This is an optimization exercise on Yosys and OpenROAD, whose aim is small area, not a production implementation.
In this exercise RTL edits were held to simulation tests only and were not proved equivalent to the original.
Power is estimated from default activity; no workload was simulated.

<file path="flow/config.mk">
export PLATFORM = sky130hd
export DESIGN_NAME = clk_gen_multi
export DESIGN_NICKNAME = clk_gen_multi
export VERILOG_FILES = /design/flow/design.v
export SDC_FILE = /design/flow/constraint.sdc
export NUM_CORES = 4
export LEC_CHECK = 0
export CAP_MARGIN = 20
export CORE_MARGIN = 2
export CORE_UTILIZATION = 40
export CTS_BUF_LIST = sky130_fd_sc_hd__clkbuf_16
export CTS_CLUSTER_DIAMETER = 70
export CTS_CLUSTER_SIZE = 30
export PLACE_DENSITY = 0.8
export SLEW_MARGIN = 20
</file>
<file path="flow/constraint.sdc">
create_clock -name core_clock -period 8.0 [get_ports {clk}]
set_input_delay 1.6000 -clock core_clock [delete_from_list [all_inputs] [get_ports {clk}]]
set_output_delay 1.6000 -clock core_clock [all_outputs]
set_load 0.01 [all_outputs]
</file>
<file path="flow/design.v">
package clk_gen_pkg;
  localparam int CNT_W_DEF = 16;
  typedef logic [CNT_W_DEF-1:0] cnt_t;
  function automatic logic cfg_legal(input int unsigned period,
                                     input int unsigned high,
                                     input int unsigned phase,
                                     input int unsigned ch,
                                     input int unsigned num_ch);
    cfg_legal = (high != 32'd0) && (high < period) &&
                (phase < period) && (ch < num_ch);
  endfunction
endpackage
module clk_gen_chan
#(
  parameter int CNT_W = clk_gen_pkg::CNT_W_DEF
) (
  input  logic             clk,
  input  logic             rst_n,
  input  logic             enable,
  input  logic             ld,
  input  logic             wr_en,
  input  logic [CNT_W-1:0] wr_hm1,
  input  logic [CNT_W-1:0] wr_lm1,
  input  logic [CNT_W-1:0] wr_phase,
  output logic             pending,
  output logic             clk_out,
  output logic             rise_pulse
);
  logic             run_q, clk_out_q, rise_q, pend_q;
  logic [CNT_W-1:0] cnt_q, cnt_d;
  logic [CNT_W-1:0] hi_q, lo_q, ph_q, cur_lo_q;
  logic             zero, stay, boundary;
  assign zero     = (cnt_q == '0);
  assign stay     = run_q & enable;
  assign boundary = stay & ~clk_out_q & zero;
  logic s_dec, s_hi, s_lo, s_idle;
  logic [CNT_W-1:0] ph_d;
  assign s_dec = run_q & ~zero;
  assign s_hi  = run_q & zero & ~clk_out_q;
  assign s_lo  = run_q & zero & clk_out_q;
  assign s_idle = ~run_q;
  assign ph_d  = ({CNT_W{ld}} & wr_phase) | ({CNT_W{~ld}} & ph_q);
  assign cnt_d = ({CNT_W{s_dec}} & (cnt_q - 1'b1)) |
                 ({CNT_W{s_hi}}  & hi_q) |
                 ({CNT_W{s_lo}}  & cur_lo_q) |
                 ({CNT_W{s_idle}} & ph_d);
  always_ff @(posedge clk) begin
    if (ld) begin
      hi_q <= wr_hm1;
      lo_q <= wr_lm1;
    end
    if (s_hi) cur_lo_q <= lo_q;
    cnt_q <= cnt_d;
    ph_q  <= ph_d;
  end
  always_ff @(posedge clk) begin
    if (!rst_n) begin
      run_q     <= 1'b0;
      clk_out_q <= 1'b0;
      rise_q    <= 1'b0;
      pend_q    <= 1'b0;
    end else begin
      run_q     <= enable;
      clk_out_q <= stay & (clk_out_q ^ zero);
      rise_q    <= boundary;
      pend_q    <= stay & (wr_en | (pend_q & ~boundary));
    end
  end
  assign pending    = pend_q;
  assign clk_out    = clk_out_q;
  assign rise_pulse = rise_q;
endmodule
module clk_gen_multi
#(
  parameter int NUM_CH     = 8,
  parameter int CNT_W      = clk_gen_pkg::CNT_W_DEF,
  parameter int DEF_PERIOD = 10,
  parameter int DEF_HIGH   = 5
) (
  input  logic              clk,
  input  logic              rst_n,
  input  logic              cfg_valid,
  output logic              cfg_ready,
  input  logic [((NUM_CH > 1) ? $clog2(NUM_CH) : 1)-1:0] cfg_ch,
  input  logic [CNT_W-1:0]  cfg_period,
  input  logic [CNT_W-1:0]  cfg_high,
  input  logic [CNT_W-1:0]  cfg_phase,
  output logic              cfg_err,
  input  logic [NUM_CH-1:0] enable,
  output logic [NUM_CH-1:0] clk_out,
  output logic [NUM_CH-1:0] rise_pulse
);
  localparam int CH_W = (NUM_CH > 1) ? $clog2(NUM_CH) : 1;
  logic [NUM_CH-1:0]      pending;
  logic [(1<<CH_W)-1:0]   pending_pad;
  logic                   fire;
  logic                   legal;
  logic                   cfg_err_q;
  logic [CNT_W-1:0]       hm1, lm1;
  logic [CNT_W-1:0]       bus_hm1, bus_lm1, bus_phase;
  always_comb begin
    pending_pad             = '0;
    pending_pad[NUM_CH-1:0] = pending;
  end
  assign cfg_ready = ~pending_pad[cfg_ch];
  assign fire      = cfg_valid & cfg_ready;
  assign legal     = clk_gen_pkg::cfg_legal(32'(cfg_period), 32'(cfg_high),
                                   32'(cfg_phase), 32'(cfg_ch), 32'(NUM_CH));
  assign hm1       = cfg_high - 1'b1;
  assign lm1       = cfg_period + ~cfg_high;
  assign bus_hm1   = rst_n ? hm1       : CNT_W'(DEF_HIGH - 1);
  assign bus_lm1   = rst_n ? lm1       : CNT_W'(DEF_PERIOD - DEF_HIGH - 1);
  assign bus_phase = rst_n ? cfg_phase : '0;
  always_ff @(posedge clk) begin
    if (!rst_n) cfg_err_q <= 1'b0;
    else        cfg_err_q <= fire & ~legal;
  end
  assign cfg_err = cfg_err_q;
  for (genvar i = 0; i < NUM_CH; i++) begin : g_ch
    logic wr_en;
    assign wr_en = fire & legal & (cfg_ch == CH_W'(i));
    clk_gen_chan #(
      .CNT_W      (CNT_W)
    ) u_chan (
      .clk        (clk),
      .rst_n      (rst_n),
      .enable     (enable[i]),
      .ld         (wr_en | ~rst_n),
      .wr_en      (wr_en),
      .wr_hm1     (bus_hm1),
      .wr_lm1     (bus_lm1),
      .wr_phase   (bus_phase),
      .pending    (pending[i]),
      .clk_out    (clk_out[i]),
      .rise_pulse (rise_pulse[i])
    );
  end
endmodule
</file>
<file path="flow/flow/run.sh">
#!/bin/bash
# Layout flow: the standard synthesis, then its combinational logic re-mapped
# for area (registers untouched, equivalence proven, else the standard netlist
# is kept), then the standard layout steps with an area-recovery pass after CTS.
# Each tool's full output goes to a log file in this folder.
set -u
WORK=$(pwd)
R=$WORK/orfs/results/$FLOW_PLATFORM/clk_gen_multi/base
PLAT=$FLOW_HOME/platforms/$FLOW_PLATFORM

bash standard.sh synth > synth_standard.log 2>&1 || exit 1

export REMAP_LIB=$PLAT/lib/sky130_fd_sc_hd__tt_025C_1v80.lib
export REMAP_IN=$WORK/netlist_standard.v
export REMAP_OUT=$WORK/netlist_remap.v
export REMAP_STAT=$WORK/remap_stat.txt
export REMAP_TOP=$FLOW_TOP
export REMAP_ABC=$WORK/flow/remap.abc
export REMAP_KEEP="$(grep -o 'sky130_fd_sc_hd__[a-z0-9]*df[a-z0-9]*_[0-9]*\|sky130_fd_sc_hd__conb_1' $R/1_2_yosys.v | sort -u | tr '\n' ' ')"
export REMAP_DONT_USE="$(sed -n '/^export DONT_USE_CELLS += \\/,/^[^ ]*$/p' $PLAT/config.mk | grep -o 'sky130_fd_sc_hd__[a-z0-9_]*' | tr '\n' ' ')"
echo "keep: $REMAP_KEEP" > remap_env.log
echo "dont_use: $REMAP_DONT_USE" >> remap_env.log

cp $R/1_2_yosys.v $REMAP_IN
if yosys -c flow/remap.tcl > remap.log 2>&1 && yosys -c flow/equiv.tcl > equiv.log 2>&1; then
  echo "remap: using re-mapped netlist" >> remap_env.log
  cp $REMAP_OUT $R/1_2_yosys.v
  touch $R/1_2_yosys.v
else
  echo "remap: failed, keeping the standard netlist" >> remap_env.log
fi


export BUFFER_PORTS_ARGS="-buffer_cell sky130_fd_sc_hd__buf_1"
bash standard.sh finish > standard.log 2>&1
</file>
<file path="flow/flow/equiv.tcl">
# Prove that the re-mapped netlist equals the standard synthesis netlist,
# register for register.
yosys -import
set lib $::env(REMAP_LIB)
read_liberty -ignore_miss_func $lib
read_verilog $::env(REMAP_IN)
yosys rename $::env(REMAP_TOP) gold
read_verilog $::env(REMAP_OUT)
yosys rename $::env(REMAP_TOP) gate
flatten gold gate
yosys rename -hide w:_*
opt_clean
equiv_make gold gate eq
hierarchy -top eq
equiv_simple -seq 1
equiv_induct
equiv_status -assert
</file>
<file path="flow/flow/remap.abc">
strash
dch -f
amap
</file>
<file path="flow/flow/remap.tcl">
# Re-map the combinational logic of the standard synthesis netlist with an
# area-oriented ABC script. Flip-flops (and tie cells) are kept as they are:
# same instances, names and cell types.
yosys -import
set lib    $::env(REMAP_LIB)
set netin  $::env(REMAP_IN)
set netout $::env(REMAP_OUT)
set keep   $::env(REMAP_KEEP)
set dont_use {}
foreach c $::env(REMAP_DONT_USE) { lappend dont_use -dont_use $c }

read_liberty -ignore_miss_func $lib
read_verilog $netin
hierarchy -check -top $::env(REMAP_TOP)
foreach c $keep { setattr -mod -set keep_hierarchy 1 $c }
flatten
# Auto-named nets (and the pin nets flatten makes of them) lose their names,
# so that the design's own net names survive.
yosys rename -hide w:_*
opt_clean
foreach c $keep { blackbox $c }
abc -script $::env(REMAP_ABC) -liberty $lib {*}$dont_use
opt_clean -purge
# Every cell as a black box with its pin directions, for the steps below.
read_liberty -lib -overwrite -ignore_miss_func $lib
splitnets
opt_clean -purge
hilomap -singleton -hicell sky130_fd_sc_hd__conb_1 HI -locell sky130_fd_sc_hd__conb_1 LO
insbuf -buf sky130_fd_sc_hd__buf_1 A X

# left out here: clean up, hide names made inside functions
yosys rename -hide w:_*
check -assert
tee -o $::env(REMAP_STAT) stat -top $::env(REMAP_TOP) -liberty $lib
write_verilog -noattr -nohex -nodec $netout
</file>
<file path="flow/standard.sh">
#!/bin/bash
# synth_recipe.tcl (not shown) runs the flow's synth.tcl, then flattens the netlist and writes it again
# the make line also repeats each setting of config.mk as NAME=value (left out here)
make -C /OpenROAD-flow-scripts/flow DESIGN_CONFIG=/design/flow/config.mk WORK_HOME=/design/flow/orfs CLKGATE_MAP_FILE= SYNTH_SCRIPT=/design/flow/synth_recipe.tcl "${@:-finish}"
</file>
==> flow_summary_export.csv, run 1 <==
group,metric,value,unit
clocking,cts_tree,"done",
sta,period_share,0.8082,
clocking,clockBufferDepth,3,
sta,max_freq,154.7,MHz
global_route,grtUsageTotal,0.2207,
floorplanning,dieArea,62390,sq um
critical_path,cp_max_fo,21,
floorplanning,core,60020,sq um
synth,synth.cell_area,24160,sq um
sta,worstMarginPinSlew,1.217,ns
worst_hold_path,min-delay-start,"g_ch[3].u_chan.lo_q[14]",
sta,period_needed,6.466,ns
sta,final-hold-violation-count,0,
clocking,ctsResizeCount,0,
worst_hold_path,min_path_type,"flip-flop to flip-flop",
floorplanning,die_h,249.8,um
floorplanning,ioPinCount,80,
sta,slew_viol_final,0,
sta,rsz0062_at_grt,"false",
clocking,cts_inserted_buffers,28,
sta,layout_setup_ws,1.534,ns
clocking,post_cts_buffers,0,
critical_path,start_kind,"input pin",
power,p_per_area,270.9,nW/um^2
finish,mostFrequentLayoutCell,"edfxtp_1",
global_route,antenna_found_initial,14,
status,status,"timing/DRC/antenna clean",
finish,final_cell_mix,"384 x edfxtp_1, 328 x nor2_1, 289 x dfxtp_1, 172 x clkinv_1, 157 x o22ai_1",
finish,layout.nets,2156,
synth,syn_nets,1990,
sta,setup_tns,0,ns
global_route,grt-ovfl-total,0,
floorplanning,fp.dieW,249.8,um
clocking,insertion_delay,0.62,ns
placed_design,dp_hpwl,46.73,mm
global_route,grt_pass1_wl,102.8,mm
clocking,cts.sinks,673,
global_route,grt_pass1_vias,16550,
sta,skew,0.01959,ns
worst_hold_path,min_to,"g_ch[3].u_chan.cur_lo_q[14]",
power,p_leak,8.918,nW
finish,area_growth,11.67,%
floorplanning,fp-row-count,90,
critical_path,critical_path_required,8.32,ns
critical_path,r2r.worst_path.cells,34,
routing,vias_per_cell,6.040,
placed_design,port_buffers,79,
worst_hold_path,worstHoldPathCells,0,
routing,via_count,17550,
placed_design,place_congestion,0.9456,
routing,drtIter0Drc,2579,
clocking,clk_pin_slew,0.11,ns
critical_path,r2r-start,"g_ch[4].u_chan.cnt_q[0]",
floorplanning,initial_utilization,0.4026,
global_route,grt_max_degree,85,
run,cap_violations,0,
finish,drive_gt1_frac,0.06380,
clocking,hold_buffers,0,
synth,syn_inst,1928,
sta,slew-limit-headroom,0.1838,
critical_path,rrSetupSlack,1.78,ns
routing,dr.pass1.iters,6,
routing,wirelength,70.92,mm
clocking,ctsRootBufferMaster,"clkbuf_16",
clocking,htree_levels,1,
routing,drc,0,
sta,setup_viol,0,
routing,post_drt_wl_per_cell,24.41,um
power,max-vdd-ir-drop,0.1658,mV
critical_path,arrival,6.79,ns
critical_path,worst_setup_path_end_kind,"flip-flop",
routing,drtAntennaViolNets,0,
critical_path,r2r_end,"g_ch[4].u_chan.cur_lo_q[5]",
synth,syn_area_per_cell,12.53,sq um
synth,yosys_warnings,2,
critical_path,path_class,"input pin to flip-flop",
placed_design,pre_cts_slack,1.020,ns
worst max path at each step:
stage	from	end	slack (ns)	cells after the start
after global placement	cfg_high[1]	g_ch[7].u_chan.hi_q[7]	1.24	20
after floorplan	cfg_period[0]	g_ch[6].u_chan.hi_q[0]	1.28	17
after CTS	cfg_high[1]	g_ch[7].u_chan.lo_q[7]	1.66	20
after detailed placement	cfg_high[1]	g_ch[7].u_chan.hi_q[7]	1.02	20
final	cfg_high[1]	g_ch[7].u_chan.lo_q[7]	1.53	20
after global routing	g_ch[4].u_chan.cnt_q[0]	g_ch[4].u_chan.cur_lo_q[5]	0.95	34
cell type report:
class	count	area, sq um
clock inverters	21	143.9
repair buffers	152	849.6
well taps	782	978.4
flip-flops and latches	673	17320
diodes	7	17.52
fillers	5208	33040
multi-input cells	1067	6250
clock buffers	31	775.7
inverters	172	650.6
state kept, by name (all words and copies together), names as in the netlist:
name                   count
g_ch.u_chan.hi_q         128
g_ch.u_chan.rise_q         8
cfg_err_q                  1
g_ch.u_chan.cur_lo_q     128
g_ch.u_chan.run_q          8
g_ch.u_chan.pend_q         8
g_ch.u_chan.lo_q         128
g_ch.u_chan.cnt_q        128
g_ch.u_chan.ph_q         128
g_ch.u_chan.clk_out_q      8
report_power, final:
| group | switching, mW | internal, mW |
|---|---|---|
| sequential | 0.131 | 4.02 |
| clock | 1.05 | 0.739 |
| combinational | 0.968 | 0.404 |
layer usage:
| metal | vias up | track usage | wire [um] |
|---|---|---|---|
| li1 | 7784 | - | - |
| met1 | 8429 | 0.2958 | 26210 |
| met2 | 1115 | 0.3327 | 30870 |
| met3 | 209 | 0.05204 | 9600 |
| met4 | 8 | 0.1182 | 4183 |
| met5 | - | 0 | 55 |
metrics by stage:
stage	utilization	cell area, sq um	total power [mW]	hold WS (ns)	cells
detailed placement	0.4339	26040	5.567	0.4045	2845
global placement	0.4336	26020	5.488	0.4005	2843
finish	0.4496	26980	7.310	0.4163	2905
CTS	0.4492	26960	7.292	0.4197	2897
floorplan	-	24160	5.092	0.4003	1928
global route	0.4493	26970	7.598	0.4272	2899
critical path, cell delays in order:
cell and delay [ns]:
buf_1 0.14, nor2_1 0.13, a21oi_1 0.18, and2_0 0.31, nor2_1 0.08, o22ai_1 0.21, nor2_1 0.10, nor4_1 0.33
nor3_1 0.10, nor3b_1 0.45, o21a_1 0.28, nor2_1 0.10, a21oi_1 0.27, o31ai_1 0.12, or3_1 0.62, nor3_2 0.20
buf_4 0.25, clkinv_1 0.43, nand2_1 0.62, buf_12 0.25
==> inputs of run 2 (changes only) <==
--- a/flow/config.mk
+++ b/flow/config.mk
@@ -11,5 +11,5 @@
 export CTS_BUF_LIST = sky130_fd_sc_hd__clkbuf_16
 export CTS_CLUSTER_DIAMETER = 70
 export CTS_CLUSTER_SIZE = 30
-export PLACE_DENSITY = 0.8
+export GPL_TIMING_DRIVEN = 0
 export SLEW_MARGIN = 20
==> run 2 against run 1 <==
  * Final cell count decreased by 0.24%
  * Worst hold slack worse by 0.0069 ns
  * Synthesized area did not move
  * Sequential share of layout area shrank 0.93 points
  * Sequential cell count did not move
  * Sequential power is essentially flat
  * Global-route usage up 0.15 points
  * Design area is 1.5% higher
  * Critical path type unchanged
  * Largest cell class unchanged
  * Highest routed layer unchanged
==> flow_summary_export.csv, run 2 <==
group,metric,value,unit
power,max-vdd-ir-drop,0.1643,mV
sta,slew_viol_final,0,
sta,slew-limit-headroom,0.2073,
sta,hold_ws,0.4095,ns
floorplanning,dieArea,62390,sq um
floorplanning,die_h,249.8,um
global_route,grt_pass1_vias,15680,
synth,syn_nets,1990,
routing,drtAntennaViolNets,0,
finish,fill_cells,5337,
synth,yosys_warnings,2,
worst_hold_path,min_path_type,"flip-flop to flip-flop",
sta,period_share,0.9525,
run,cap_violations,0,
global_route,grtUsageTotal,0.2223,
placed_design,port_buffers,79,
critical_path,cp_max_fo,32,
floorplanning,initial_utilization,0.4026,
sta,worstMarginPinSlew,1.189,ns
floorplanning,ioPinCount,80,
routing,wirelength,70.85,mm
finish,area_growth,13.31,%
finish,final_cell_mix,"384 x edfxtp_1, 315 x nor2_1, 289 x dfxtp_1, 172 x clkinv_1, 157 x o22ai_1",
clocking,cts.sinks,673,
sta,setup_viol,0,
sta,rsz0062_at_grt,"false",
finish,drive_gt1_frac,0.08223,
finish,layout.nets,2153,
critical_path,path_class,"input pin to flip-flop",
critical_path,r2r.worst_path.cells,34,
clocking,cts_tree,"done",
worst_hold_path,worstHoldPathCells,0,
clocking,post_cts_buffers,0,
power,p_leak,8.971,nW
finish,antenna_cells,0,
critical_path,critical_path_required,8.27,ns
clocking,htree_levels,1,
routing,drc,0,
critical_path,arrival,7.89,ns
routing,dr.pass1.iters,5,
clocking,cts_inserted_buffers,31,
finish,mostFrequentLayoutCell,"edfxtp_1",
synth,syn_inst,1928,
synth,syn_area_per_cell,12.53,sq um
placed_design,place_congestion,0.8440,
routing,drtIter0Drc,2169,
finish,fin_cells,2898,
clocking,clockBufferDepth,3,
sta,period_needed,7.620,ns
clocking,clk_pin_slew,0.11,ns
placed_design,dp_hpwl,47.47,mm
placed_design,place_inst,2840,
global_route,grt_max_degree,73,
status,status,"timing/DRC/antenna clean",
synth,synth.cell_area,24160,sq um
power,p_per_area,271.5,nW/um^2
clocking,ctsRootBufferMaster,"clkbuf_16",
sta,skew,0.02351,ns
floorplanning,fp.dieW,249.8,um
global_route,grt_pass1_wl,102.9,mm
global_route,grt-ovfl-total,0,
global_route,antenna_found_initial,13,
clocking,insertion_delay,0.63,ns
clocking,hold_buffers,0,
sta,max_freq,131.2,MHz
clocking,ctsResizeCount,0,
routing,vias_per_cell,5.870,
routing,post_drt_wl_per_cell,24.45,um
floorplanning,fp-row-count,90,
critical_path,worst_setup_path_end_kind,"flip-flop",
critical_path,start_kind,"input pin",
floorplanning,core,60020,sq um
sta,final-hold-violation-count,0,
routing,via_count,17010,
run 2: area by class of cell:
cell class | instances | area, sq um | share of cell area
Multi-Input combinational cell | 1067 | 6437 | 0.2351
Buffer | 16 | 60.06 | 0.002194
Sequential cell | 673 | 17320 | 0.6325
Clock buffer | 31 | 775.7 | 0.02834
Clock inverter | 27 | 247.7 | 0.009049
Timing Repair Buffer | 130 | 910.9 | 0.03327
Inverter | 172 | 650.6 | 0.02376
Tap cell | 782 | 978.4 | 0.03574
run 2: metrics by stage:
step           power (mW)  setup TNS (ns)  setup WS (ns)    util  cell area [sq um]
2_1_floorplan       5.092               0          1.283       -              24160
3_3_place_gp        5.477        -1566.34         -4.837  0.4238              25440
3_5_place_dp        5.589         -0.8574       -0.02870  0.4391              26350
4_1_cts             7.463               0         0.6462  0.4561              27380
5_1_grt             7.778               0         0.1004  0.4561              27380
6_report            7.433               0         0.3803  0.4561              27380
run 2: critical path, cell delays in order:
cell      delay [ns]
buf_1           0.09
clkinv_1        0.15
nor2_1          0.28
and2_0          0.34
nor2_1          0.08
o22ai_1         0.39
nor2_1          0.22
nor4_1          0.39
nor3_1          0.09
nor3b_1         0.39
o21a_1          0.23
nor2_1          0.08
a21oi_1         0.52
o31ai_1         0.15
or3_1           0.52
nor3_2          0.69
buf_6           0.24
clkinv_1        0.54
nand2_2         0.86
run 2: power by group:
part,internal (mW),leakage [nW],switching (mW)
Sequential,4.02,5.99,0.122
Clock,0.786,0.507,1.13
Combinational,0.416,2.48,0.957
Total,5.23,8.97,2.21
run 2: layer usage:
layer,up-vias,track usage,wire [um],share of wire
met5,-,0,13,0.00018
met4,2,0.07453,2507,0.035
met3,121,0.02607,6265,0.088
met2,767,0.3523,32470,0.46
met1,8369,0.3182,29600,0.42
li1,7752,-,-,-
run 2: path summary, 6_finish.rpt:
kind	start	endpoint	slack [ns]
setup / recovery	cfg_period[0]	g_ch[1].u_chan.lo_q[4]	0.38
setup reg to reg	g_ch[4].u_chan.cnt_q[0]	g_ch[4].u_chan.cur_lo_q[11]	2.22
hold reg to reg	g_ch[7].u_chan.lo_q[1]	g_ch[7].u_chan.cur_lo_q[1]	0.41
hold / removal	g_ch[7].u_chan.lo_q[1]	g_ch[7].u_chan.cur_lo_q[1]	0.41
==> inputs of run 3 (changes only) <==
--- a/flow/config.mk
+++ b/flow/config.mk
@@ -11,5 +11,6 @@
 export CTS_BUF_LIST = sky130_fd_sc_hd__clkbuf_16
 export CTS_CLUSTER_DIAMETER = 70
 export CTS_CLUSTER_SIZE = 30
+export GPL_ROUTABILITY_DRIVEN = 0
 export GPL_TIMING_DRIVEN = 0
 export SLEW_MARGIN = 20
==> run 3 against run 2 <==
  * Global-route usage unchanged
  * Final cell count unchanged
  * Synthesized area unchanged
  * Design area unchanged
  * Total power unchanged
  * Synthesized cell count unchanged
  * Routed wire length unchanged
  * Sequential power about the same
  * Register-to-register slack about the same
==> flow_summary_export.csv, run 3 <==
group,metric,value,unit
status,status,"timing/DRC/antenna clean",
worst_hold_path,min-delay-start,"g_ch[7].u_chan.lo_q[1]",
sta,max_freq,131.2,MHz
power,p_leak,8.971,nW
clocking,ctsRootBufferMaster,"clkbuf_16",
global_route,antenna_found_initial,13,
floorplanning,fp.dieW,249.8,um
sta,setup_viol,0,
finish,fill_cells,5337,
floorplanning,dieArea,62390,sq um
global_route,grt_max_degree,73,
clocking,cts_tree,"done",
critical_path,critPathSlowestCell,"nand2_2",
placed_design,pre_cts_slack,-0.02870,ns
placed_design,place_inst,2840,
clocking,htree_levels,1,
critical_path,path_class,"input pin to flip-flop",
finish,area_growth,13.31,%
finish,layout.nets,2153,
clocking,post_cts_buffers,0,
sta,worstMarginPinSlew,1.189,ns
synth,syn_area_per_cell,12.53,sq um
clocking,clockBufferDepth,3,
sta,rsz0062_at_grt,"false",
worst_hold_path,min_path_type,"flip-flop to flip-flop",
routing,post_drt_wl_per_cell,24.45,um
placed_design,port_buffers,79,
power,max-vdd-ir-drop,0.1643,mV
critical_path,cp_slowest_stage_delay,0.86,ns
routing,drtAntennaViolNets,0,
critical_path,cp_cell_sequence,"buf_1, clkinv_1, nor2_1, and2_0, nor2_1, o22ai_1, nor2_1, nor4_1, nor3_1, nor3b_1, o21a_1, nor2_1, a21oi_1, o31ai_1, or3_1, nor3_2, buf_6, clkinv_1, nand2_2",
floorplanning,die_h,249.8,um
placed_design,placed_area,26350,sq um
sta,skew,0.02351,ns
routing,wirelength,70.85,mm
worst_hold_path,worstHoldPathCells,0,
run,cap_violations,0,
sta,final-hold-violation-count,0,
global_route,grt-ovfl-total,0,
critical_path,start_kind,"input pin",
sta,slew_viol_final,0,
critical_path,arrival,7.89,ns
synth,syn_nets,1990,
worst_hold_path,min_to,"g_ch[7].u_chan.cur_lo_q[1]",
critical_path,r2r.worst_path.cells,34,
routing,drc,0,
global_route,grt_pass1_vias,15680,
floorplanning,initial_utilization,0.4026,
clocking,cts.sinks,673,
synth,syn_inst,1928,
finish,fin_cells,2898,
synth,synth.cell_area,24160,sq um
finish,antenna_cells,0,
sta,layout_setup_ws,0.3803,ns
critical_path,worst_setup_path_end_kind,"flip-flop",
global_route,grt_pass1_wl,102.9,mm
finish,mostFrequentLayoutCell,"edfxtp_1",
clocking,insertion_delay,0.63,ns
clocking,ctsResizeCount,0,
critical_path,critPathMostFrequentCell,"nor2_1",
synth,yosys_warnings,2,
sta,slew-limit-headroom,0.2073,
critical_path,critical_path_required,8.27,ns
placed_design,dp_hpwl,47.47,mm
routing,drtIter0Drc,2169,
clocking,cts_inserted_buffers,31,
power,p_per_area,271.5,nW/um^2
clocking,clk_pin_slew,0.11,ns
finish,final_cell_mix,"384 x edfxtp_1, 315 x nor2_1, 289 x dfxtp_1, 172 x clkinv_1, 157 x o22ai_1",
sta,period_share,0.9525,
routing,via_count,17010,
clocking,hold_buffers,0,
global_route,grtUsageTotal,0.2223,
critical_path,r2r-start,"g_ch[4].u_chan.cnt_q[0]",
critical_path,rrSetupSlack,2.22,ns
finish,drive_gt1_frac,0.08223,
floorplanning,fp-row-count,90,
routing,vias_per_cell,5.870,
floorplanning,ioPinCount,80,
critical_path,cp_max_fo,32,
finish,stdcell_area,27380,sq um
floorplanning,core,60020,sq um
critical_path,r2r_end,"g_ch[4].u_chan.cur_lo_q[11]",
sta,period_needed,7.620,ns
routing,dr.pass1.iters,5,
## run 3: cell counts in the layout (fill, tap and decap cells not counted)
Identical to the previous run, type by type.
## run 3: area by class of cell
cell class / count / area, sq um / area share
well taps: 782 / 978.4 / 0.03574
inverters: 172 / 650.6 / 0.02376
repair buffers: 130 / 910.9 / 0.03327
plain buffers: 16 / 60.06 / 0.002194
clock buffers: 31 / 775.7 / 0.02834
flip-flops and latches: 673 / 17320 / 0.6325
multi-input cells: 1067 / 6437 / 0.2351
clock inverters: 27 / 247.7 / 0.009049
## run 3: worst max-delay path: cells and delay by family
family	cells	cell delay [ns]
simple gates	11	3.94
buf+inv	4	1.02
compound gates	4	1.29
## run 3: per-stage QoR
stage,hold WS (ns),power (mW),setup TNS (ns),util
CTS,0.4088,7.463,0,0.4561
finish,0.4095,7.433,0,0.4561
floorplan,0.4003,5.092,0,-
global placement,0.4004,5.477,-1566.34,0.4238
detailed placement,0.4045,5.589,-0.8574,0.4391
global route,0.4054,7.778,0,0.4561
## run 3: how the worst max path moves through the flow
stage,from,endpoint
finish,cfg_period[0],g_ch[1].u_chan.lo_q[4]
global route,cfg_period[0],g_ch[1].u_chan.lo_q[10]
CTS,cfg_period[0],g_ch[1].u_chan.hi_q[9]
detailed placement,cfg_period[0],g_ch[1].u_chan.lo_q[7]
global placement,rst_n,g_ch[5].u_chan.lo_q[10]
floorplan,cfg_period[0],g_ch[6].u_chan.hi_q[0]
## run 3: layer usage
| metal | routed length [um] | global-route usage | vias up |
|---|---|---|---|
| met5 | 13 | 0 | - |
| met4 | 2507 | 0.07453 | 2 |
| met3 | 6265 | 0.02607 | 121 |
| met2 | 32470 | 0.3523 | 767 |
| met1 | 29600 | 0.3182 | 8369 |
| li1 | - | - | 7752 |
## run 3: power breakdown
part / total, mW / internal (mW) / switching, mW
clock network: 1.92 / 0.786 / 1.13
logic: 1.37 / 0.416 / 0.957
registers: 4.14 / 4.02 / 0.122
total: 7.43 / 5.23 / 2.21
==> inputs of run 4 (changes only) <==
--- a/flow/config.mk
+++ b/flow/config.mk
@@ -11,6 +11,4 @@
 export CTS_BUF_LIST = sky130_fd_sc_hd__clkbuf_16
 export CTS_CLUSTER_DIAMETER = 70
 export CTS_CLUSTER_SIZE = 30
-export GPL_ROUTABILITY_DRIVEN = 0
-export GPL_TIMING_DRIVEN = 0
 export SLEW_MARGIN = 20
==> run 4 against run 3 <==
  * Combinational power is essentially flat
  * Clock skew rose by 0.014 ns
  * Synthesized area is the same
  * Count of clock-buffer cells in the layout is 2 higher
  * Sequential cell count unchanged
  * Sequential share of layout area rose by 0.56 points
  * Setup slack better by 1.4 ns
  * Sequential power hardly changed
  * Highest routed layer unchanged
  * First-iteration DRC count fell by 7.9%
  * Critical endpoint is now g_ch[4].u_chan.hi_q[14]
  * Core utilization decreased by 0.40 points
  * Design area is 0.88% lower
  * Routed wire length shrank 1.0%
==> flow_summary_export.csv, run 4 <==
group,metric,value,unit
status,status,"timing/DRC/antenna clean",
clocking,clk_pin_slew,0.11,ns
clocking,post_cts_buffers,0,
clocking,cts_inserted_buffers,30,
clocking,htree_levels,1,
finish,fin_util,0.4521,
routing,vias_per_cell,5.788,
critical_path,start_kind,"input pin",
sta,period_needed,6.183,ns
clocking,cts.sinks,673,
critical_path,cp_cell_sequence,"buf_1, nor2_1, a21oi_1, and2_0, nor2_1, o22ai_1, nor2_1, nor4_1, nor3_1, nor3b_1, o21a_1, nor2_1, a21oi_1, o31ai_1, or3_1, nor3_2, buf_4, clkinv_1, nand2_1, buf_4",
synth,yosys_warnings,2,
sta,worstMarginPinSlew,1.183,ns
power,p_per_area,273.5,nW/um^2
clocking,clockBufferDepth,3,
finish,drive_gt1_frac,0.06916,
floorplanning,fp.dieW,249.8,um
global_route,grt_pass1_vias,15100,
placed_design,dp_hpwl,44.72,mm
power,p_leak,8.935,nW
synth,syn_nets,1990,
global_route,antenna_found_initial,7,
sta,period_share,0.7728,
routing,drtAntennaViolNets,0,
floorplanning,dieArea,62390,sq um
routing,wirelength,70.14,mm
global_route,grt-ovfl-total,0,
floorplanning,core,60020,sq um
global_route,grt_max_degree,61,
finish,layout.nets,2149,
sta,hold_ws,0.3987,ns
clocking,cts_tree,"done",
finish,area_growth,12.31,%
critical_path,critPathMostFrequentCell,"nor2_1",
critical_path,cp_max_fo,32,
critical_path,path_class,"input pin to flip-flop",
critical_path,critical_path_required,8.28,ns
floorplanning,fp-row-count,90,
placed_design,port_buffers,79,
floorplanning,initial_utilization,0.4026,
routing,drc,0,
sta,setup_viol,0,
synth,syn_inst,1928,
placed_design,place_congestion,0.8874,
floorplanning,die_h,249.8,um
clocking,hold_buffers,0,
sta,slew_viol_final,0,
synth,syn_area_per_cell,12.53,sq um
global_route,grtUsageTotal,0.2187,
sta,slew-limit-headroom,0.2103,
power,max-vdd-ir-drop,0.1803,mV
critical_path,worst_setup_path_end_kind,"flip-flop",
floorplanning,ioPinCount,80,
placed_design,placed_area,26080,sq um
routing,via_count,16790,
global_route,grt_pass1_wl,100.4,mm
sta,setup_tns,0,ns
finish,final_cell_mix,"384 x edfxtp_1, 324 x nor2_1, 289 x dfxtp_1, 171 x clkinv_1, 157 x o22ai_1",
clocking,ctsRootBufferMaster,"clkbuf_16",
clocking,insertion_delay,0.63,ns
run,cap_violations,0,
finish,fill_cells,5358,
clocking,ctsResizeCount,0,
sta,max_freq,161.7,MHz
sta,skew,0.03720,ns
finish,mostFrequentLayoutCell,"edfxtp_1",
critical_path,arrival,6.46,ns
critical_path,critPathSlowestCell,"or3_1",
critical_path,cp_slowest_stage_delay,0.53,ns
routing,post_drt_wl_per_cell,24.19,um
sta,final-hold-violation-count,0,
routing,dr.pass1.iters,5,
sta,rsz0062_at_grt,"false",
routing,drtIter0Drc,1997,
finish,stdcell_area,27140,sq um
worst_hold_path,min_path_type,"flip-flop to flip-flop",
synth,synth.cell_area,24160,sq um
==> run 4: final cells by class <==
type | instances | area [sq um] | share of cell area
clock buffers | 33 | 825.8 | 0.03043
well taps | 782 | 978.4 | 0.03606
clock inverters | 23 | 217.7 | 0.008023
inverters | 172 | 650.6 | 0.02398
flip-flops and latches | 673 | 17320 | 0.6381
multi-input cells | 1067 | 6352 | 0.2341
repair buffers | 143 | 777.0 | 0.02863
diodes | 7 | 17.52 | 0.0006455
==> run 4: final timing paths <==
| path | startpoint | to | slack, ns | cells past startpoint |
|---|---|---|---|---|
| worst max-delay path | cfg_high[1] | g_ch[4].u_chan.hi_q[14] | 1.82 | 20 |
| worst max register to register | g_ch[4].u_chan.cnt_q[1] | g_ch[4].u_chan.cur_lo_q[6] | 2.44 | 34 |
| worst min register to register | g_ch[7].u_chan.lo_q[15] | g_ch[7].u_chan.cur_lo_q[15] | 0.40 | 0 |
| worst min-delay path | g_ch[7].u_chan.lo_q[15] | g_ch[7].u_chan.cur_lo_q[15] | 0.40 | 0 |
==> run 4: where the power goes <==
group | internal (mW) | leakage [nW] | switching, mW | total (mW)
clock | 0.817 | 0.538 | 1.11 | 1.92
sequential | 4.02 | 5.99 | 0.122 | 4.14
combinational | 0.404 | 2.41 | 0.951 | 1.36
==> run 4: critical path: cells and delay by family <==
kind / cells / cell delay, ns
AND/OR/NAND/NOR: 11 / 2.46
buffers and inverters: 4 / 1.33
AO/OA/AOI/OAI: 5 / 1.02
==> run 4: per-stage QoR <==
stage	total power, mW	instances	setup slack (ns)
final	7.422	2900	1.817
after global placement	5.518	2837	1.361
after floorplan	5.092	1928	1.283
after detailed placement	5.563	2837	1.225
after CTS	7.451	2893	1.864
after global routing	7.751	2893	1.407
==> run 4: per-layer routing <==
metal / up-vias / routed length, um / track usage
met2: 723 / 31180 / 0.3335
met4: 2 / 2535 / 0.07676
met5: - / 13 / 0
met3: 114 / 5693 / 0.02952
li1: 7776 / - / -
met1: 8170 / 30720 / 0.3207
==> inputs of run 5 (changes only) <==
--- a/flow/config.mk
+++ b/flow/config.mk
@@ -9,6 +9,6 @@
 export CORE_MARGIN = 2
 export CORE_UTILIZATION = 40
 export CTS_BUF_LIST = sky130_fd_sc_hd__clkbuf_16
-export CTS_CLUSTER_DIAMETER = 70
-export CTS_CLUSTER_SIZE = 30
+export CTS_CLUSTER_DIAMETER = 60
+export CTS_CLUSTER_SIZE = 36
 export SLEW_MARGIN = 20
==> run 5 against run 4 <==
  * Worst hold slack improved by 0.0081 ns
  * Via count rose by 0.44%
  * Routed wire length rose by 0.47%
  * Synthesized cell count did not move
  * Design area rose by 1.1%
  * Sequential cell count did not move
  * Total power rose by 4.6%
  * Still clean
  * Count of clock-buffer cells in the layout rose by 6
  * First-iteration DRC count fell by 12%
  * Synthesized area did not move
  * Sequential share of layout area fell by 0.70 points
==> flow_summary_export.csv, run 5 <==
group,metric,value,unit
critical_path,path_class,"input pin to flip-flop",
power,power.switching,2.326,mW
clocking,ctsRootBufferMaster,"clkbuf_16",
sta,setup_viol,0,
synth,syn_nets,1990,
floorplanning,dieArea,62390,sq um
placed_design,pre_cts_slack,1.225,ns
finish,final_cell_mix,"384 x edfxtp_1, 324 x nor2_1, 289 x dfxtp_1, 173 x clkinv_1, 157 x o22ai_1",
clocking,cts.sinks,673,
sta,max_freq,160.3,MHz
sta,period_needed,6.240,ns
power,max-vdd-ir-drop,0.1255,mV
routing,dr.pass1.iters,6,
floorplanning,fp.dieW,249.8,um
sta,slew-limit-headroom,0.2078,
status,status,"timing/DRC/antenna clean",
power,power,7.765,mW
synth,yosys_warnings,2,
critical_path,worst_setup_path_end_kind,"flip-flop",
sta,rsz0062_at_grt,"false",
routing,wirelength,70.47,mm
critical_path,worst-path-buf-inv,4,
critical_path,critical_path_required,8.25,ns
clocking,htree_levels,2,
global_route,grt_pass1_vias,15180,
routing,via_count,16860,
sta,layout_setup_ws,1.760,ns
critical_path,arrival,6.49,ns
critical_path,cp_cell_sequence,"buf_1, nor2_1, a21oi_1, and2_0, nor2_1, o22ai_1, nor2_1, nor4_1, nor3_1, nor3b_1, o21a_1, nor2_1, a21oi_1, o31ai_1, or3_1, nor3_2, buf_4, clkinv_1, nand2_1, buf_4",
synth,syn_inst,1928,
clocking,cts_tree,"done",
clocking,hold_buffers,0,
placed_design,place_inst,2837,
placed_design,place_congestion,0.8874,
critical_path,critPathMostFrequentCell,"nor2_1",
finish,fin_cells,2910,
sta,slew_viol_final,0,
power,pwr-share-comb,0.175,
power,intPower,5.439,mW
critical_path,crit_family,"simple AND/OR/NAND/NOR gates",
routing,post_drt_wl_per_cell,24.22,um
global_route,grtUsageTotal,0.2207,
placed_design,dp_hpwl,44.72,mm
global_route,grt_pass1_wl,100.8,mm
power,seq_power_share,0.534,
finish,mostFrequentLayoutCell,"edfxtp_1",
critical_path,critPathSlowestCell,"or3_1",
clocking,ctsResizeCount,0,
sta,skew,0.03385,ns
global_route,grt_max_degree,61,
placed_design,placed_area,26080,sq um
routing,drtAntennaViolNets,0,
power,swShare,0.2996,
critical_path,cp_max_fo,32,
sta,period_share,0.7800,
sta,final-hold-violation-count,0,
floorplanning,ioPinCount,80,
floorplanning,die_h,249.8,um
placed_design,port_buffers,79,
finish,area_growth,13.55,%
synth,synth.cell_area,24160,sq um
finish,layout.nets,2156,
power,p_per_area,283.0,nW/um^2
sta,setup_tns,0,ns
finish,stdcell_area,27440,sq um
power,p_clk_frac,0.292,
clocking,post_cts_buffers,0,
floorplanning,fp-row-count,90,
clocking,insertion_delay,0.60,ns
synth,syn_area_per_cell,12.53,sq um
critical_path,cp_slowest_stage_delay,0.53,ns
clocking,clockBufferDepth,3,
routing,vias_per_cell,5.793,
run,cap_violations,0,
floorplanning,initial_utilization,0.4026,
finish,drive_gt1_frac,0.07594,
floorplanning,core,60020,sq um
routing,drtIter0Drc,1756,
clocking,clk_pin_slew,0.10,ns
clocking,cts_inserted_buffers,37,
worst_hold_path,min_path_type,"flip-flop to flip-flop",
global_route,grt-ovfl-total,0,
sta,worstMarginPinSlew,1.188,ns
critical_path,start_kind,"input pin",
routing,drc,0,
power,p_leak,9.048,nW
global_route,antenna_found_initial,7,
-- run 5: power groups by stage --
stage / registers [mW] / clock network (mW) / logic [mW]
after floorplan: 4.19 / 0 / 0.904
after global placement: 4.21 / 0 / 1.31
after detailed placement: 4.22 / 0 / 1.34
after CTS: 4.14 / 2.31 / 1.35
after global routing: 4.18 / 2.42 / 1.51
final: 4.14 / 2.26 / 1.36
-- run 5: worst register-to-register path: cells and delay by family, from the launching register on --
kind,cells,cell delay (ns)
buffers and inverters,17,2.26
DFF,1,0.33
and+or+nand+nor,17,2.66
-- run 5: final cells by class --
| class | instances | area, sq um |
|---|---|---|
| fillers | 5329 | 32580 |
| flip-flops and latches | 673 | 17320 |
| multi-input cells | 1067 | 6352 |
| well taps | 782 | 978.4 |
| clock buffers | 39 | 975.9 |
| repair buffers | 143 | 777.0 |
| inverters | 172 | 650.6 |
| clock inverters | 26 | 365.4 |
| diodes | 8 | 20.02 |
-- run 5: path summary, 6_finish.rpt --
kind	cells past startpoint	to	startpoint	slack (ns)
worst max-delay path	20	g_ch[4].u_chan.lo_q[12]	cfg_high[1]	1.76
worst max register to register	34	g_ch[4].u_chan.cur_lo_q[3]	g_ch[4].u_chan.cnt_q[1]	2.45
worst min register to register	0	g_ch[7].u_chan.cur_lo_q[10]	g_ch[7].u_chan.lo_q[10]	0.41
worst min-delay path	0	g_ch[7].u_chan.cur_lo_q[10]	g_ch[7].u_chan.lo_q[10]	0.41
-- run 5: routing by layer --
metal / global-route usage / share of wire
met1: 0.3206 / 0.43
met3: 0.03796 / 0.089
met2: 0.3335 / 0.44
met4: 0.07831 / 0.038
met5: 0 / 0.00018
-- run 5: per-stage QoR --
stage,hold slack (ns),utilization
after floorplan,0.4003,-
after global routing,0.4202,0.4568
after detailed placement,0.4045,0.4344
final,0.4068,0.4571
after global placement,0.4010,0.4341
after CTS,0.4071,0.4568
==> inputs of run 6 (changes only) <==
--- a/flow/config.mk
+++ b/flow/config.mk
@@ -7,8 +7,8 @@
 export LEC_CHECK = 0
 export CAP_MARGIN = 20
 export CORE_MARGIN = 2
-export CORE_UTILIZATION = 40
+export CORE_UTILIZATION = 55
 export CTS_BUF_LIST = sky130_fd_sc_hd__clkbuf_16
-export CTS_CLUSTER_DIAMETER = 60
-export CTS_CLUSTER_SIZE = 36
+export CTS_CLUSTER_DIAMETER = 80
+export CTS_CLUSTER_SIZE = 34
 export SLEW_MARGIN = 20
==> run 6 against run 5 <==
  * Sequential cell count unchanged
  * Largest power group unchanged
  * Critical path type unchanged
  * Global-route usage up 9.4 points
  * Synthesized cell count unchanged
  * First-iteration DRC count up 2.3%
==> flow_summary_export.csv, run 6 <==
group,metric,value,unit
global_route,antenna_found_initial,1,
worst_hold_path,min_to,"g_ch[0].u_chan.cur_lo_q[10]",
clocking,ctsResizeCount,0,
critical_path,crit_path_start,"cfg_period[0]",
finish,mostFrequentLayoutCell,"edfxtp_1",
critical_path,r2r-start,"g_ch[4].u_chan.cnt_q[0]",
global_route,grt_max_degree,118,
clocking,ctsRootBufferMaster,"clkbuf_16",
routing,drtIter0Drc,1797,
run,cap_violations,0,
floorplanning,ioPinCount,80,
global_route,grt-ovfl-total,0,
synth,yosys_warnings,2,
routing,vias_per_cell,6.292,
sta,period_share,0.7638,
power,max-vdd-ir-drop,0.2136,mV
clocking,cts.sinks,673,
critical_path,cp_slowest_stage_delay,0.52,ns
sta,final-hold-violation-count,0,
placed_design,place_congestion,0.8512,
global_route,grt_pass1_wl,101.6,mm
routing,dr.pass1.iters,5,
critical_path,crit_family,"simple AND/OR/NAND/NOR gates",
sta,max_freq,163.7,MHz
finish,area_growth,12.36,%
finish,final_cell_mix,"384 x edfxtp_1, 323 x nor2_1, 289 x dfxtp_1, 171 x clkinv_1, 157 x o22ai_1",
clocking,insertion_delay,0.61,ns
floorplanning,core,43170,sq um
synth,syn_area_per_cell,12.53,sq um
sta,rsz0062_at_grt,"false",
clocking,cts_inserted_buffers,35,
synth,syn_inst,1928,
critical_path,critical_path_required,8.28,ns
finish,layout.nets,2154,
critical_path,rrSetupSlack,2.46,ns
sta,period_needed,6.110,ns
clocking,post_cts_buffers,0,
critical_path,critPathMostFrequentCell,"nor2_1",
power,p_leak,9.022,nW
floorplanning,dieArea,45620,sq um
power,p_per_area,284.6,nW/um^2
placed_design,dp_hpwl,43.59,mm
routing,drtAntennaViolNets,0,
critical_path,critPathSlowestCell,"or3_1",
critical_path,arrival,6.39,ns
sta,setup_viol,0,
sta,slew-limit-headroom,0.2014,
critical_path,start_kind,"input pin",
sta,worstMarginPinSlew,1.192,ns
critical_path,worst-path-buf-inv,5,
floorplanning,initial_utilization,0.5597,
sta,slew_viol_final,0,
placed_design,place_inst,2640,
worst_hold_path,min-delay-start,"g_ch[0].u_chan.lo_q[10]",
clocking,clk_pin_slew,0.11,ns
finish,fin_util,0.6288,
finish,fin_cells,2706,
clocking,htree_levels,2,
global_route,grtUsageTotal,0.3151,
status,status,"timing/DRC/antenna clean",
sta,skew,0.02690,ns
sta,setup_tns,0,ns
floorplanning,fp.dieW,213.6,um
placed_design,port_buffers,79,
finish,drive_gt1_frac,0.07692,
routing,wirelength,71.30,mm
floorplanning,die_h,213.6,um
clocking,clockBufferDepth,3,
critical_path,r2r.worst_path.cells,34,
critical_path,worst_setup_path_end_kind,"flip-flop",
critical_path,cp_cell_sequence,"buf_1, clkinv_1, nor2_1, and2_0, nor2_1, o22ai_1, nor2_1, nor4_1, nor3_1, nor3b_1, o21a_1, nor2_1, a21oi_1, o31ai_1, or3_1, nor3_2, buf_4, clkinv_1, nand2_1, buf_4",
critical_path,path_class,"input pin to flip-flop",
routing,drc,0,
routing,via_count,17030,
worst_hold_path,min_path_type,"flip-flop to flip-flop",
clocking,cts_tree,"done",
synth,synth.cell_area,24160,sq um
global_route,grt_pass1_vias,15260,
synth,syn_nets,1990,
floorplanning,fp-row-count,76,
worst_hold_path,worstHoldPathCells,0,
critical_path,cp_max_fo,20,
routing,post_drt_wl_per_cell,26.35,um
clocking,hold_buffers,0,
power,power,7.727,mW
critical_path,r2r_end,"g_ch[4].u_chan.cur_lo_q[14]",
==> run 6: worst max path at each step <==
stage,to,slack [ns],cells past startpoint
final,g_ch[3].u_chan.lo_q[10],1.89,20
after global routing,g_ch[3].u_chan.hi_q[14],1.41,20
after CTS,g_ch[3].u_chan.lo_q[15],1.92,20
after detailed placement,g_ch[3].u_chan.lo_q[12],1.31,20
after global placement,g_ch[3].u_chan.lo_q[11],1.40,20
after floorplan,g_ch[6].u_chan.hi_q[0],1.28,17
==> run 6: per-layer routing <==
layer,part of all wire,GRT usage,up-vias
li1,-,-,7770
met1,0.43,0.4683,8396
met2,0.46,0.4832,742
met3,0.078,0.03617,118
met4,0.035,0.1147,0
met5,0,0,-
==> run 6: where the power goes <==
part / internal [mW] / switching [mW] / total [mW]
logic: 0.404 / 0.967 / 1.37
clock network: 0.951 / 1.26 / 2.21
registers: 4.02 / 0.122 / 4.14
==> run 6: per-stage QoR <==
step,setup WS (ns),area [sq um],hold WS (ns)
after global routing,1.415,27140,0.4307
after detailed placement,1.307,25880,0.4045
final,1.890,27150,0.4253
after floorplan,1.283,24160,0.4003
after CTS,1.916,27140,0.4262
after global placement,1.401,25850,0.4003
==> run 6: layout make-up <==
type	count	area (sq um)
Multi-Input combinational cell	1067	6377
Clock inverter	28	360.3
Inverter	172	650.6
Fill cell	3404	16020
Tap cell	585	732.0
Antenna cell	2	5.005
Clock buffer	36	900.9
Timing Repair Buffer	143	804.5
Sequential cell	673	17320
==> inputs of run 7 (changes only) <==
--- a/flow/flow/run.sh
+++ b/flow/flow/run.sh
@@ -1,8 +1,11 @@
 #!/bin/bash
-# Layout flow: the standard synthesis, then its combinational logic re-mapped
-# for area (registers untouched, equivalence proven, else the standard netlist
-# is kept), then the standard layout steps with an area-recovery pass after CTS.
-# Each tool's full output goes to a log file in this folder.
+# Layout flow: the standard synthesis (the standard.sh), then its
+# combinational logic re-mapped by ABC for area with the registers untouched
+# (same instances, names and cell types). The re-mapped netlist is used only
+# if Yosys proves it equivalent to the standard one, register for register;
+# otherwise the standard netlist is kept. Then the standard layout steps, with
+# the smallest buffer on each port. Each tool's full output goes to a log file
+# in this folder.
 set -u
 WORK=$(pwd)
 R=$WORK/orfs/results/$FLOW_PLATFORM/clk_gen_multi/base
@@ -30,6 +33,6 @@
   echo "remap: failed, keeping the standard netlist" >> remap_env.log
 fi
 
-
 export BUFFER_PORTS_ARGS="-buffer_cell sky130_fd_sc_hd__buf_1"
+export DONT_USE_CELLS="sky130_fd_sc_hd__buf_4 sky130_fd_sc_hd__buf_6 sky130_fd_sc_hd__buf_8 sky130_fd_sc_hd__buf_12 sky130_fd_sc_hd__buf_16"
 bash standard.sh finish > standard.log 2>&1
--- a/flow/config.mk
+++ b/flow/config.mk
@@ -7,8 +7,9 @@
 export LEC_CHECK = 0
 export CAP_MARGIN = 20
 export CORE_MARGIN = 2
-export CORE_UTILIZATION = 55
+export CORE_UTILIZATION = 40
 export CTS_BUF_LIST = sky130_fd_sc_hd__clkbuf_16
-export CTS_CLUSTER_DIAMETER = 80
-export CTS_CLUSTER_SIZE = 34
+export CTS_CLUSTER_DIAMETER = 70
+export CTS_CLUSTER_SIZE = 30
+export PLACE_DENSITY = 0.8
 export SLEW_MARGIN = 20
==> run 7 against run 6 <==
  * Synthesized area unchanged
  * Critical path depth stayed put
  * Non-clock buffer count increased by 9
  * Worst hold slack got worse by 0.0090 ns
  * Final cell count rose by 7.4%
  * First-iteration DRC count up 44%
  * Combinational power barely moved
  * Sequential cell count is the same
  * Global-route usage shrank 9.4 points
  * Count of clock-buffer cells in the layout down 5
  * Critical path type unchanged
  * Largest cell class unchanged
==> flow_summary_export.csv, run 7 <==
group,metric,value,unit
synth,yosys_warnings,2,
sta,setup_viol,0,
finish,fill_cells,5208,
sta,rsz0062_at_grt,"false",
synth,syn_nets,1990,
floorplanning,fp-row-count,90,
clocking,ctsRootBufferMaster,"clkbuf_16",
floorplanning,die_h,249.8,um
global_route,grtUsageTotal,0.2207,
floorplanning,ioPinCount,80,
clocking,cts.sinks,673,
clocking,htree_levels,1,
placed_design,port_buffers,79,
run,cap_violations,0,
clocking,insertion_delay,0.62,ns
clocking,clk_pin_slew,0.11,ns
critical_path,critical_path_required,8.32,ns
sta,setup_tns,0,ns
routing,via_count,17550,
floorplanning,fp.dieW,249.8,um
power,max-vdd-ir-drop,0.1658,mV
global_route,grt_pass1_wl,102.8,mm
floorplanning,core,60020,sq um
critical_path,path_class,"input pin to flip-flop",
finish,multiInputGateArea,6250,sq um
synth,synth.cell_area,24160,sq um
power,p_leak,8.918,nW
routing,vias_per_cell,6.040,
sta,period_needed,6.466,ns
power,p_per_area,270.9,nW/um^2
floorplanning,initial_utilization,0.4026,
synth,syn_area_per_cell,12.53,sq um
finish,drive_gt1_frac,0.06380,
critical_path,start_kind,"input pin",
status,status,"timing/DRC/antenna clean",
sta,worstMarginPinSlew,1.217,ns
global_route,grt-ovfl-total,0,
clocking,post_cts_buffers,0,
routing,drtIter0Drc,2579,
clocking,clockBufferDepth,3,
placed_design,place_inst,2845,
clocking,cts_inserted_buffers,28,
routing,dr.pass1.iters,6,
floorplanning,dieArea,62390,sq um
sta,final-hold-violation-count,0,
critical_path,arrival,6.79,ns
global_route,antenna_found_initial,14,
sta,slew_viol_final,0,
clocking,ctsResizeCount,0,
routing,drtAntennaViolNets,0,
finish,layout.nets,2156,
finish,mostFrequentLayoutCell,"edfxtp_1",
critical_path,cp_max_fo,21,
finish,final-seq-area,17320,sq um
clocking,cts_tree,"done",
clocking,hold_buffers,0,
finish,fin_cells,2905,
global_route,grt_pass1_vias,16550,
global_route,grt_max_degree,85,
sta,period_share,0.8082,
placed_design,place_congestion,0.9456,
routing,wirelength,70.92,mm
sta,max_freq,154.7,MHz
worst_hold_path,min_path_type,"flip-flop to flip-flop",
routing,drc,0,
sta,skew,0.01959,ns
critical_path,worst_setup_path_end_kind,"flip-flop",
placed_design,dp_hpwl,46.73,mm
synth,syn_inst,1928,
sta,slew-limit-headroom,0.1838,
finish,area_growth,11.67,%
routing,post_drt_wl_per_cell,24.41,um
finish,final_cell_mix,"384 x edfxtp_1, 328 x nor2_1, 289 x dfxtp_1, 172 x clkinv_1, 157 x o22ai_1",
[run 7: report_power, final]
group          internal, mW  total [mW]  switching, mW
combinational         0.404        1.37          0.968
clock                 0.739        1.78           1.05
sequential             4.02        4.15          0.131
[run 7: metrics by stage]
step	area (sq um)	setup slack, ns	hold slack [ns]	power [mW]	utilization
2_1_floorplan	24160	1.283	0.4003	5.092	-
3_3_place_gp	26020	1.237	0.4005	5.488	0.4336
3_5_place_dp	26040	1.020	0.4045	5.567	0.4339
4_1_cts	26960	1.655	0.4197	7.292	0.4492
5_1_grt	26970	0.9538	0.4272	7.598	0.4493
6_report	26980	1.534	0.4163	7.310	0.4496
[run 7: critical path: stages]
cell,delay (ns)
buf_1,0.14
nor2_1,0.13
a21oi_1,0.18
and2_0,0.31
nor2_1,0.08
o22ai_1,0.21
nor2_1,0.10
nor4_1,0.33
nor3_1,0.10
nor3b_1,0.45
o21a_1,0.28
nor2_1,0.10
a21oi_1,0.27
o31ai_1,0.12
or3_1,0.62
nor3_2,0.20
buf_4,0.25
clkinv_1,0.43
nand2_1,0.62
buf_12,0.25
[run 7: routing by layer]
layer / vias up / share of wire / track usage
met1: 8429 / 0.37 / 0.2958
met2: 1115 / 0.44 / 0.3327
met4: 8 / 0.059 / 0.1182
met3: 209 / 0.14 / 0.05204
met5: - / 0.00078 / 0
li1: 7784 / - / -
[run 7: final cells by class]
| class | instances | area share |
|---|---|---|
| clock inverters | 21 | 0.005333 |
| clock buffers | 31 | 0.02875 |
| inverters | 172 | 0.02411 |
| multi-input cells | 1067 | 0.2316 |
| flip-flops and latches | 673 | 0.6418 |
| repair buffers | 152 | 0.03149 |
| well taps | 782 | 0.03626 |
| diodes | 7 | 0.0006492 |
[run 7: final timing paths]
kind,from,end,slack (ns),depth (start not counted)
worst max register to register,g_ch[4].u_chan.cnt_q[0],g_ch[4].u_chan.cur_lo_q[5],1.78,34
worst max-delay path,cfg_high[1],g_ch[7].u_chan.lo_q[7],1.53,20
worst min register to register,g_ch[3].u_chan.lo_q[14],g_ch[3].u_chan.cur_lo_q[14],0.42,0
worst min-delay path,g_ch[3].u_chan.lo_q[14],g_ch[3].u_chan.cur_lo_q[14],0.42,0
==> inputs of run 8 (changes only) <==
--- a/flow/flow/run.sh
+++ b/flow/flow/run.sh
@@ -34,5 +34,4 @@
 fi
 
 export BUFFER_PORTS_ARGS="-buffer_cell sky130_fd_sc_hd__buf_1"
-export DONT_USE_CELLS="sky130_fd_sc_hd__buf_4 sky130_fd_sc_hd__buf_6 sky130_fd_sc_hd__buf_8 sky130_fd_sc_hd__buf_12 sky130_fd_sc_hd__buf_16"
 bash standard.sh finish > standard.log 2>&1
==> run 8 against run 7 <==
  * Design area stayed put
  * Largest power group unchanged
  * Global-route usage unchanged
  * Core utilization did not move
  * Synthesized area unchanged
  * Count of clock-buffer cells in the layout unchanged
  * Clock power about the same
  * Combinational power barely moved
==> flow_summary_export.csv, run 8 <==
group,metric,value,unit
status,status,"timing/DRC/antenna clean",
critical_path,critical_path_required,8.32,ns
sta,setup_tns,0,ns
sta,worstMarginPinSlew,1.217,ns
finish,drive_gt1_frac,0.06380,
placed_design,port_buffers,79,
routing,post_drt_wl_per_cell,24.41,um
clocking,post_cts_buffers,0,
finish,final_cell_mix,"384 x edfxtp_1, 328 x nor2_1, 289 x dfxtp_1, 172 x clkinv_1, 157 x o22ai_1",
floorplanning,die_h,249.8,um
finish,area_growth,11.67,%
global_route,grt_pass1_wl,102.8,mm
routing,dr.pass1.iters,6,
finish,multiInputGateArea,6250,sq um
global_route,antenna_found_initial,14,
run,cap_violations,0,
clocking,ctsRootBufferMaster,"clkbuf_16",
sta,rsz0062_at_grt,"false",
clocking,hold_buffers,0,
clocking,ctsResizeCount,0,
placed_design,place_inst,2845,
routing,drtAntennaViolNets,0,
synth,synth.cell_area,24160,sq um
floorplanning,initial_utilization,0.4026,
sta,slew-limit-headroom,0.1838,
synth,yosys_warnings,2,
routing,drtIter0Drc,2579,
routing,vias_per_cell,6.040,
floorplanning,fp-row-count,90,
critical_path,critPathSlowestCell,"or3_1",
clocking,cts_tree,"done",
critical_path,cp_slowest_stage_delay,0.62,ns
critical_path,cp_max_fo,21,
sta,slew_viol_final,0,
clocking,clk_pin_slew,0.11,ns
critical_path,path_class,"input pin to flip-flop",
global_route,grt-ovfl-total,0,
routing,wirelength,70.92,mm
sta,setup_viol,0,
global_route,grt_pass1_vias,16550,
synth,syn_nets,1990,
critical_path,worst_setup_path_end_kind,"flip-flop",
clocking,cts.sinks,673,
power,p_leak,8.918,nW
synth,syn_inst,1928,
critical_path,rrSetupSlack,1.78,ns
global_route,grtUsageTotal,0.2207,
critical_path,start_kind,"input pin",
clocking,insertion_delay,0.62,ns
floorplanning,fp.dieW,249.8,um
finish,fill_cells,5208,
sta,period_needed,6.466,ns
sta,final-hold-violation-count,0,
power,p_per_area,270.9,nW/um^2
finish,mostFrequentLayoutCell,"edfxtp_1",
power,max-vdd-ir-drop,0.1658,mV
routing,drc,0,
clocking,htree_levels,1,
critical_path,critPathMostFrequentCell,"nor2_1",
floorplanning,core,60020,sq um
floorplanning,ioPinCount,80,
finish,final-seq-area,17320,sq um
floorplanning,dieArea,62390,sq um
clocking,clockBufferDepth,3,
worst_hold_path,min_path_type,"flip-flop to flip-flop",
critical_path,r2r.worst_path.cells,34,
placed_design,place_congestion,0.9456,
placed_design,dp_hpwl,46.73,mm
sta,period_share,0.8082,
critical_path,cp_cell_sequence,"buf_1, nor2_1, a21oi_1, and2_0, nor2_1, o22ai_1, nor2_1, nor4_1, nor3_1, nor3b_1, o21a_1, nor2_1, a21oi_1, o31ai_1, or3_1, nor3_2, buf_4, clkinv_1, nand2_1, buf_12",
global_route,grt_max_degree,85,
finish,fin_cells,2905,
worst_hold_path,worstHoldPathCells,0,
sta,skew,0.01959,ns
clocking,cts_inserted_buffers,28,
sta,max_freq,154.7,MHz
finish,layout.nets,2156,
routing,via_count,17550,
synth,syn_area_per_cell,12.53,sq um
critical_path,arrival,6.79,ns
==> run 8: through the flow <==
step	cell area, sq um	util	hold slack (ns)	worst slack [ns]	power, mW
floorplan	24160	-	0.4003	1.283	5.092
global placement	26020	0.4336	0.4005	1.237	5.488
detailed placement	26040	0.4339	0.4045	1.020	5.567
CTS	26960	0.4492	0.4197	1.655	7.292
global route	26970	0.4493	0.4272	0.9538	7.598
finish	26980	0.4496	0.4163	1.534	7.310
==> run 8: layout make-up <==
class	instances	share of cell area
Antenna cell	7	0.0006492
Clock buffer	31	0.02875
Clock inverter	21	0.005333
Inverter	172	0.02411
Multi-Input combinational cell	1067	0.2316
Sequential cell	673	0.6418
Tap cell	782	0.03626
Timing Repair Buffer	152	0.03149
==> run 8: metal layers <==
metal	wire, um	GRT usage	up-vias
met4	4183	0.1182	8
li1	-	-	7784
met5	55	0	-
met2	30870	0.3327	1115
met1	26210	0.2958	8429
met3	9600	0.05204	209
==> run 8: critical path: cells and delay by family <==
kind                   cells  cell delay [ns]
AOI/OAI and AO/OA          5             1.06
buffers and inverters      4             1.07
and+or+nand+nor           11             3.04
==> run 8: power by group <==
group | switching (mW) | internal [mW]
Combinational | 0.968 | 0.404
Sequential | 0.131 | 4.02
Clock | 1.05 | 0.739
==> run 8: final timing paths <==
kind | startpoint | endpoint
setup / recovery | cfg_high[1] | g_ch[7].u_chan.lo_q[7]
setup reg to reg | g_ch[4].u_chan.cnt_q[0] | g_ch[4].u_chan.cur_lo_q[5]
hold reg to reg | g_ch[3].u_chan.lo_q[14] | g_ch[3].u_chan.cur_lo_q[14]
hold / removal | g_ch[3].u_chan.lo_q[14] | g_ch[3].u_chan.cur_lo_q[14]
==> inputs of run 9 (changes only) <==
--- a/flow/config.mk
+++ b/flow/config.mk
@@ -7,7 +7,7 @@
 export LEC_CHECK = 0
 export CAP_MARGIN = 20
 export CORE_MARGIN = 2
-export CORE_UTILIZATION = 40
+export CORE_UTILIZATION = 50
 export CTS_BUF_LIST = sky130_fd_sc_hd__clkbuf_16
 export CTS_CLUSTER_DIAMETER = 70
 export CTS_CLUSTER_SIZE = 30
==> run 9 against run 8 <==
  * Critical path depth is the same
  * Sequential share of layout area is 0.59 points higher
  * Synthesized area unchanged
  * Clock skew is 0.0028 ns higher
  * Critical path type unchanged
  * Routed wire length down 2.7%
  * Total power is 0.47% lower
  * Global-route usage increased by 5.1 points
  * Synthesized cell count is the same
  * Largest cell class unchanged
==> flow_summary_export.csv, run 9 <==
group,metric,value,unit
global_route,grt_pass1_wl,101.1,mm
routing,drtIter0Drc,2311,
critical_path,arrival,7.03,ns
finish,mostFrequentLayoutCell,"edfxtp_1",
synth,syn_area_per_cell,12.53,sq um
routing,via_count,17560,
floorplanning,fp-row-count,80,
critical_path,critical_path_required,8.32,ns
sta,period_share,0.8388,
routing,dr.pass1.iters,5,
power,intPower,5.124,mW
power,seq_power_share,0.570,
floorplanning,core,47750,sq um
clocking,cts_inserted_buffers,29,
run,cap_violations,0,
clocking,post_cts_buffers,0,
placed_design,pre_cts_slack,0.9467,ns
clocking,clk_pin_slew,0.11,ns
clocking,insertion_delay,0.61,ns
sta,slew-limit-headroom,0.1776,
finish,area_growth,10.66,%
sta,setup_tns,0,ns
power,power.switching,2.152,mW
power,p_clk_frac,0.241,
sta,hold_ws,0.4072,ns
global_route,antenna_found_initial,10,
critical_path,start_kind,"input pin",
routing,post_drt_wl_per_cell,25.18,um
clocking,cts.sinks,673,
synth,syn_inst,1928,
routing,drtAntennaViolNets,0,
sta,period_needed,6.711,ns
synth,syn_nets,1990,
clocking,hold_buffers,0,
global_route,grt_pass1_vias,16500,
finish,fill_cells,3724,
routing,wirelength,69.03,mm
routing,vias_per_cell,6.405,
floorplanning,dieArea,50100,sq um
global_route,grt_max_degree,103,
sta,final-hold-violation-count,0,
critical_path,cp_max_fo,21,
power,p_per_area,272.1,nW/um^2
clocking,clockBufferDepth,3,
sta,setup_viol,0,
worst_hold_path,min_path_type,"flip-flop to flip-flop",
finish,layout.nets,2162,
clocking,htree_levels,1,
finish,fin_util,0.5600,
routing,drc,0,
placed_design,place_congestion,0.9622,
placed_design,dp_hpwl,44.96,mm
power,max-vdd-ir-drop,0.1559,mV
critical_path,worst_setup_path_end_kind,"flip-flop",
critical_path,path_class,"input pin to flip-flop",
status,status,"timing/DRC/antenna clean",
global_route,grtUsageTotal,0.2722,
power,swShare,0.2957,
floorplanning,initial_utilization,0.5061,
sta,skew,0.02238,ns
global_route,grt-ovfl-total,0,
sta,max_freq,149.0,MHz
synth,synth.cell_area,24160,sq um
sta,rsz0062_at_grt,"false",
floorplanning,ioPinCount,80,
power,p_leak,8.928,nW
sta,worstMarginPinSlew,1.224,ns
clocking,cts_tree,"done",
finish,drive_gt1_frac,0.06315,
finish,final_cell_mix,"384 x edfxtp_1, 330 x nor2_1, 289 x dfxtp_1, 172 x clkinv_1, 157 x o22ai_1",
synth,yosys_warnings,2,
clocking,ctsResizeCount,0,
placed_design,port_buffers,79,
clocking,ctsRootBufferMaster,"clkbuf_16",
sta,slew_viol_final,0,
sta,layout_setup_ws,1.289,ns
power,pwr-share-comb,0.189,
floorplanning,fp.dieW,223.8,um
floorplanning,die_h,223.8,um
-- run 9: cell count changes in the layout (fill, tap and decap cells not counted), sizes merged --
cell and change:
clkinvlp +1, bufinv -1, diode -3, clkbuf -3
inv +3, buf +6
-- run 9: through the flow --
step | cell area (sq um) | instances | power [mW]
after CTS | 26730 | 2737 | 7.267
after floorplan | 24160 | 1928 | 5.092
final | 26740 | 2741 | 7.276
after global placement | 25820 | 2684 | 5.493
after global routing | 26730 | 2737 | 7.576
after detailed placement | 25830 | 2684 | 5.564
-- run 9: metal layers --
layer	vias to the layer above	routed length, um	global-route usage
li1	7789	-	-
met1	8465	25290	0.3595
met2	1058	30810	0.4222
met3	236	8339	0.05548
met4	8	4545	0.1546
met5	-	34	0
-- run 9: final timing paths --
| kind | start | to | slack, ns | depth (start not counted) |
|---|---|---|---|---|
| max reg2reg | g_ch[4].u_chan.cnt_q[0] | g_ch[4].u_chan.cur_lo_q[11] | 2.45 | 34 |
| max | cfg_high[1] | g_ch[6].u_chan.hi_q[5] | 1.29 | 20 |
| min reg2reg | g_ch[4].u_chan.lo_q[1] | g_ch[4].u_chan.cur_lo_q[1] | 0.41 | 0 |
| min | g_ch[4].u_chan.lo_q[1] | g_ch[4].u_chan.cur_lo_q[1] | 0.41 | 0 |
-- run 9: power by group through the flow --
stage               logic (mW)  registers [mW]  clock network (mW)
floorplan                0.904            4.19                   0
global placement          1.29            4.20                   0
detailed placement        1.34            4.23                   0
CTS                       1.35            4.15                1.77
global route              1.51            4.18                1.89
finish                    1.37            4.15                1.75
-- run 9: cell type report --
cell class	count	area, sq um	area share
Antenna cell	4	10.01	0.0003744
Clock buffer	29	725.7	0.02714
Clock inverter	24	172.7	0.006458
Inverter	172	650.6	0.02433
Multi-Input combinational cell	1067	6211	0.2323
Sequential cell	673	17320	0.6476
Tap cell	615	769.5	0.02878
Timing Repair Buffer	157	882.1	0.03299
-- run 9: worst max-delay path: stages --
cell,delay (ns)
buf_1,0.17
nor2_1,0.12
a21oi_1,0.20
and2_0,0.25
nor2_1,0.06
o22ai_1,0.24
nor2_1,0.10
nor4_1,0.34
nor3_1,0.09
nor3b_1,0.37
o21a_1,0.26
nor2_1,0.08
a21oi_1,0.28
o31ai_1,0.12
or3_1,0.49
nor3_2,0.25
buf_4,0.29
clkinv_1,0.47
nand2_1,0.87
buf_4,0.36

Setup slack of run 9, layout unchanged: 1.289 ns with ideal ports, 1.322 ns with driving cells assumed (clock clkbuf_16, inputs buf_2), 0.664 ns with port delays also shifted by the 0.659 ns mid clock arrival.
